This design comes from an exercise in tuning for small area, a short achievable clock period and few clock cycles per item on the open sky130 flow, not from production work. At most, simulation tests tie the RTL to the original design; equivalence was not proved.

Setup of 09-16:
==> flow/design.v (excerpt) <==
module math_expression_tokenizer #(
	parameter int MANTISSA_BITS = 48,
	parameter int DEPTH_BITS = 8
) (
	input  logic clk,
	input  logic arst_n,
	input  logic chars_valid,
	output logic chars_ready,
	input  logic [7:0] chars_character,
	output logic tokens_valid,
	input  logic tokens_ready,
	output logic [4:0] tokens_token_kind,
	output logic [47:0] tokens_number_mantissa,
	output logic [3:0] tokens_fraction_digits,
	output logic [1:0] tokens_status,
	output logic tokens_last,
	input  logic cfg_valid,
	output logic cfg_ready,
	input  logic cfg_comma_decimal_mark
);
==> flow/config.mk <==
export PLATFORM = sky130hd
export DESIGN_NAME = math_expression_tokenizer
export DESIGN_NICKNAME = math_expression_tokenizer
export VERILOG_FILES = /design/flow/design.v
export SDC_FILE = /design/flow/constraint.sdc
export NUM_CORES = 4
export LEC_CHECK = 0
export CAP_MARGIN = 20
export CORE_MARGIN = 2
export CORE_UTILIZATION = 40
export CTS_BUF_LIST = sky130_fd_sc_hd__clkbuf_4 sky130_fd_sc_hd__clkbuf_8
export CTS_CLUSTER_SIZE = 30
export SETUP_SLACK_MARGIN = 1.5
export SLEW_MARGIN = 20
==> flow/constraint.sdc <==
create_clock -name core_clock -period 5.3 [get_ports {clk}]
set_input_delay 1.0600 -clock core_clock [delete_from_list [all_inputs] [get_ports {clk}]]
set_output_delay 1.0600 -clock core_clock [all_outputs]
set_load 0.01 [all_outputs]
run.sh (not shown) runs the stock make flow with config.mk's settings and CLKGATE_MAP_FILE= SYNTH_SCRIPT=/design/flow/synth_recipe.tcl, a recipe that flattens the netlist after the stock synthesis.
Relative to 09-16, the following input files were edited for 12-21:
- SETUP_SLACK_MARGIN now 2.0, was 1.5
[summary]
After synthesis and placement, the instance count of 12-21 is above that of 09-16. Fraction of the mapped netlist area in compound gates: 12-21 vs 09-16 identical. Taking 09-16 as the reference point, the critical path depth of 12-21 falls by 1. On post-layout worst setup margin, the lower figure sits with 09-16, not 12-21. Delta (12-21 minus 09-16): wire length of the first global-routing pass has increased; signed area change from the synthesized netlist to the final layout has increased; final wirelength has increased.
No run of this note included a check of the RTL's function; only the layout flow was run.

========
== xenon ==
Another version of the RTL of math_expression_tokenizer (not shown whole).
For scale: about 1,200 cells after synthesis, about 120 flip-flops, roughly 77 I/O pins, ~9900 sq um of cells after synthesis.
==> flow/design.v (excerpt) <==
module math_expression_tokenizer #(
	parameter int MANTISSA_BITS = 48,
	parameter int DEPTH_BITS = 8
) (
	input  logic clk,
	input  logic arst_n,
	input  logic chars_valid,
	output logic chars_ready,
	input  logic [7:0] chars_character,
	output logic tokens_valid,
	input  logic tokens_ready,
	output logic [4:0] tokens_token_kind,
	output logic [47:0] tokens_number_mantissa,
	output logic [3:0] tokens_fraction_digits,
	output logic [1:0] tokens_status,
	output logic tokens_last,
	input  logic cfg_valid,
	output logic cfg_ready,
	input  logic cfg_comma_decimal_mark
);
make LEC_CHECK=0 CAP_MARGIN=20 CORE_MARGIN=2 CORE_UTILIZATION=40 SETUP_SLACK_MARGIN=2.5 SLEW_MARGIN=20 finish   # period 5.3 ns
xenon finished all stages; the layout is clean.
Testbench counts of xenon, summed over its fixed seeds: cycles 45,710, chars 45,683.
> inputs changed (xenon -> yarrow)
- SETUP_SLACK_MARGIN removed (was 2.5)
==> results.txt <==
Compared with xenon, in yarrow post-synthesis instance area flat, logic depth of the worst path, buffers included up 4, number of buffers outside the clock class in the layout down 65%, clock slew at the register clock pins of the worst setup and hold paths flat. When yarrow is set beside xenon, its register share of the cell area turns out to be 5.6 points larger. [yarrow vs xenon] required arrival time at the worst endpoint: higher in yarrow. Per the comparison of yarrow with xenon, number of clock-tree buffers in the layout rose by 9.1%; fmax fell by 16%; relative area of clock buffers and inverters in the final design moved up; post-synthesis to final-layout area growth dropped 26 points.

========
Another version of the RTL of math_expression_tokenizer (not shown whole).
Size: ~1,200 cells after synthesis, ~77 I/O pins, about 10,000 um^2 of cells after synthesis.
clock: 5.3 ns
lec_check: 0
cap_margin: 20
core_margin: 2
core_utilization: 40
slew_margin: 20
Testbench counts at the start, summed over its fixed seeds: cycles 45,710, chars 45,683.
Next try:
Settings changed: ABC_CLOCK_PERIOD_IN_PS from default to 2800, SETUP_SLACK_MARGIN from default to 2.5.
What happened: The changed run completed with no timing, DRC or antenna violations; routed wire length is higher by a quarter to a third; setup slack is better by 0.99 ns; synthesized cell count is unchanged; hold slack improves by 0.0076 ns; non-clock buffer count grows by 201; die area is unchanged; count of clock-buffer cells in the layout stays the same.

========
Another version of the RTL of math_expression_tokenizer (not shown whole).
Size: about 930 cells after synthesis, ~120 flip-flops, roughly 0.0089 mm^2 of cells after synthesis.
Design math_expression_tokenizer, start of the top module:
module math_expression_tokenizer #(
	parameter int MANTISSA_BITS = 48,
	parameter int DEPTH_BITS = 8
) (
	input  logic clk,
	input  logic arst_n,
	input  logic chars_valid,
	output logic chars_ready,
	input  logic [7:0] chars_character,
	output logic tokens_valid,
	input  logic tokens_ready,
	output logic [4:0] tokens_token_kind,
	output logic [47:0] tokens_number_mantissa,
	output logic [3:0] tokens_fraction_digits,
	output logic [1:0] tokens_status,
	output logic tokens_last,
	input  logic cfg_valid,
	output logic cfg_ready,
	input  logic cfg_comma_decimal_mark
);
	localparam int C_DIG  = 0;
	localparam int C_ALP  = 1;
	localparam int C_SP   = 2;
	localparam int C_ZERO = 3;
	localparam int C_MARK = 4;
	localparam int C_OP   = 5;
	logic        mark_q;
	logic        r0_v;
	logic [5:0]  r0_cls, in_cls;
	logic [4:0]  r0_code, in_code;
	logic        accept, go;
	logic        q_hp0, q_hp1, num_held, q_v0, q_v1, num_held_nopop, num_held_pop;
	logic        push_a, push_b, num_a;
	logic [4:0]  kind_a, kind_b;
	logic [1:0]  status_b;
	logic        q0_num;
	logic [47:0] acc;
	logic [3:0]  frac;
	logic        sat;
	logic [7:0]  ch;
	assign cfg_ready = 1'b1;
	assign chars_ready = !r0_v || go;
	assign accept = chars_valid && chars_ready;
	assign ch = chars_character;
	always_comb begin
		in_cls = '0;
		in_code = {1'b0, ch[3], ch[2] | ch[3], ch[1] | ch[3], ch[0]};
		in_cls[C_DIG] = ch >= "0" && ch <= "9";
		in_cls[C_ALP] = (ch >= "a" && ch <= "z") || (ch >= "A" && ch <= "Z");
		in_cls[C_SP] = ch == " " || (ch >= 8'd9 && ch <= 8'd13);
		in_cls[C_ZERO] = ch == 8'd0;
		in_cls[C_MARK] = mark_q ? (ch == ",") : (ch == ".");
		if (in_cls[C_ALP]) in_code = ch[5] ? ch[4:0] : 5'd0;
		case (ch)
			"+": begin in_cls[C_OP] = 1'b1; in_code = 5'd0; end
			"-": begin in_cls[C_OP] = 1'b1; in_code = 5'd1; end
			"*": begin in_cls[C_OP] = 1'b1; in_code = 5'd2; end
			"/": begin in_cls[C_OP] = 1'b1; in_code = 5'd3; end
			"^": begin in_cls[C_OP] = 1'b1; in_code = 5'd4; end
			"(": begin in_cls[C_OP] = 1'b1; in_code = 5'd5; end
			")": begin in_cls[C_OP] = 1'b1; in_code = 5'd6; end
			default: ;
		endcase
	end
	always_ff @(posedge clk or negedge arst_n) begin
		if (!arst_n) mark_q <= 1'b0;
		else if (cfg_valid) mark_q <= cfg_comma_decimal_mark;
	end
	always_ff @(posedge clk or negedge arst_n) begin
		if (!arst_n) r0_v <= 1'b0;
  ...
export LEC_CHECK = 0
export CAP_MARGIN = 20
export CORE_MARGIN = 2
export CORE_UTILIZATION = 40
export CTS_BUF_LIST = sky130_fd_sc_hd__clkbuf_4 sky130_fd_sc_hd__clkbuf_8
export CTS_CLUSTER_SIZE = 30
export SETUP_SLACK_MARGIN = 1.8
export SLEW_MARGIN = 20
create_clock -name core_clock -period 5.3 [get_ports {clk}]
standard.sh (not shown) runs the stock make flow with config.mk's settings and CLKGATE_MAP_FILE= SYNTH_SCRIPT=/design/flow/synth_recipe.tcl, a recipe that flattens the netlist after the stock synthesis.
==> flow/flow/run.sh <==
#!/bin/bash
# the standard layout, with the port buffers made from buf_2 cells instead
# of the delay buffers buffer_ports picks by default; every port still gets
# its own buffer. make's output goes to standard.log, each ORFS step's to
# its own log under orfs/logs.
set -euo pipefail
export BUFFER_PORTS_ARGS="-buffer_cell sky130_fd_sc_hd__buf_2"
bash standard.sh > standard.log 2>&1
Testbench counts at the start, summed over its fixed seeds: cycles 45,710, chars 45,683.
Edit:
SETUP_SLACK_MARGIN = 2.7   (was 1.8)
=> Synthesized cell count is unchanged. Wire length climbs by 7.1%. Fmax climbs by 11%.
Edit:
==> flow/flow/run.sh (replaced) <==
#!/bin/bash
# the standard layout, with the port buffers made from buf_2 cells instead
# of the delay buffers buffer_ports picks by default (every port still gets
# its own buffer), and ORFS's power recovery after global routing, which
# downsizes gates off the critical paths. make's output goes to
# standard.log, each ORFS step's to its own log under orfs/logs.
set -euo pipefail
export BUFFER_PORTS_ARGS="-buffer_cell sky130_fd_sc_hd__buf_2"
export RECOVER_POWER=100
bash standard.sh > standard.log 2>&1
SETUP_SLACK_MARGIN = 2.0   (was 2.7)
Now the flow finished but failed the layout checks on max-capacitance violations, max-slew violations; clock-buffer cell count came out lower by 2; global-route usage came out lower by 0.99 points; design area came out lower by 9.9%; utilization came out lower by 4.9 points; maximum frequency came out lower by 23%; sequential share of layout area came out higher by 3.5 points.
Edit:
==> flow/flow/run.sh (replaced) <==
#!/bin/bash
# the standard layout, with the port buffers made from buf_2 cells instead
# of the delay buffers buffer_ports picks by default; every port still gets
# its own buffer. make's output goes to standard.log, each ORFS step's to
# its own log under orfs/logs.
set -euo pipefail
export BUFFER_PORTS_ARGS="-buffer_cell sky130_fd_sc_hd__buf_2"
bash standard.sh > standard.log 2>&1
CORE_UTILIZATION = 55   (was 40)
PLACE_DENSITY = 0.7   (was not set)
Result:
- Now the flow finished clean
- non-clock buffer count decreases by 6
- die area decreases by 27%
- routed wire length decreases by 2.1%

## static timing again, ports no longer ideal
The flow's constraints put no driver on any port. The routed layouts listed below were extracted and timed again, unchanged, in two steps.
Step 1 sets driving cells, clkbuf_16 on the clock port and buf_2 on the other inputs (assumed; they add their load-dependent delay and slew).
Step 2 adds t to the input delays and takes it off the output delays; t is the mean of the earliest and latest rising clock arrival at the registers after step 1. Input paths then give back, and output paths get back, about the clock's delay inside the block.
Slacks: no drivers / after step 1 / after step 2; pairs: no drivers / after step 1.
run | t (ns) | slack for setup (ns) | worst register clock-pin slew, ns
09-16 | 0.499 | 1.802 / 1.802 / 1.594 | 0.10 / 0.10
12-21 | 0.493 | 1.862 / 1.862 / 1.704 | 0.09 / 0.09
xenon | 0.471 | 1.876 / 1.829 / 1.886 | 0.07 / 0.07
yarrow | 0.463 | 1.204 / 1.204 / 1.193 | 0.06 / 0.06
the first run of note 3 | 0.418 | 0.836 / 0.836 / 0.836 | 0.09 / 0.09
the second run of note 3 | 0.416 | 1.822 / 1.822 / 1.822 | 0.09 / 0.09
the first run of note 4 | 0.490 | 1.983 / 1.946 / 1.699 | 0.08 / 0.08
the second run of note 4 | 0.483 | 2.312 / 2.285 / 2.285 | 0.08 / 0.08
the third run of note 4 | 0.472 | 1.412 / 1.412 / 1.405 | 0.08 / 0.08
the fourth run of note 4 | 0.486 | 2.085 / 2.064 / 1.814 | 0.09 / 0.09
The setup slack of the first run of note 4, which loses most, moves by -0.037 ns with the drivers and by -0.284 ns with both steps.
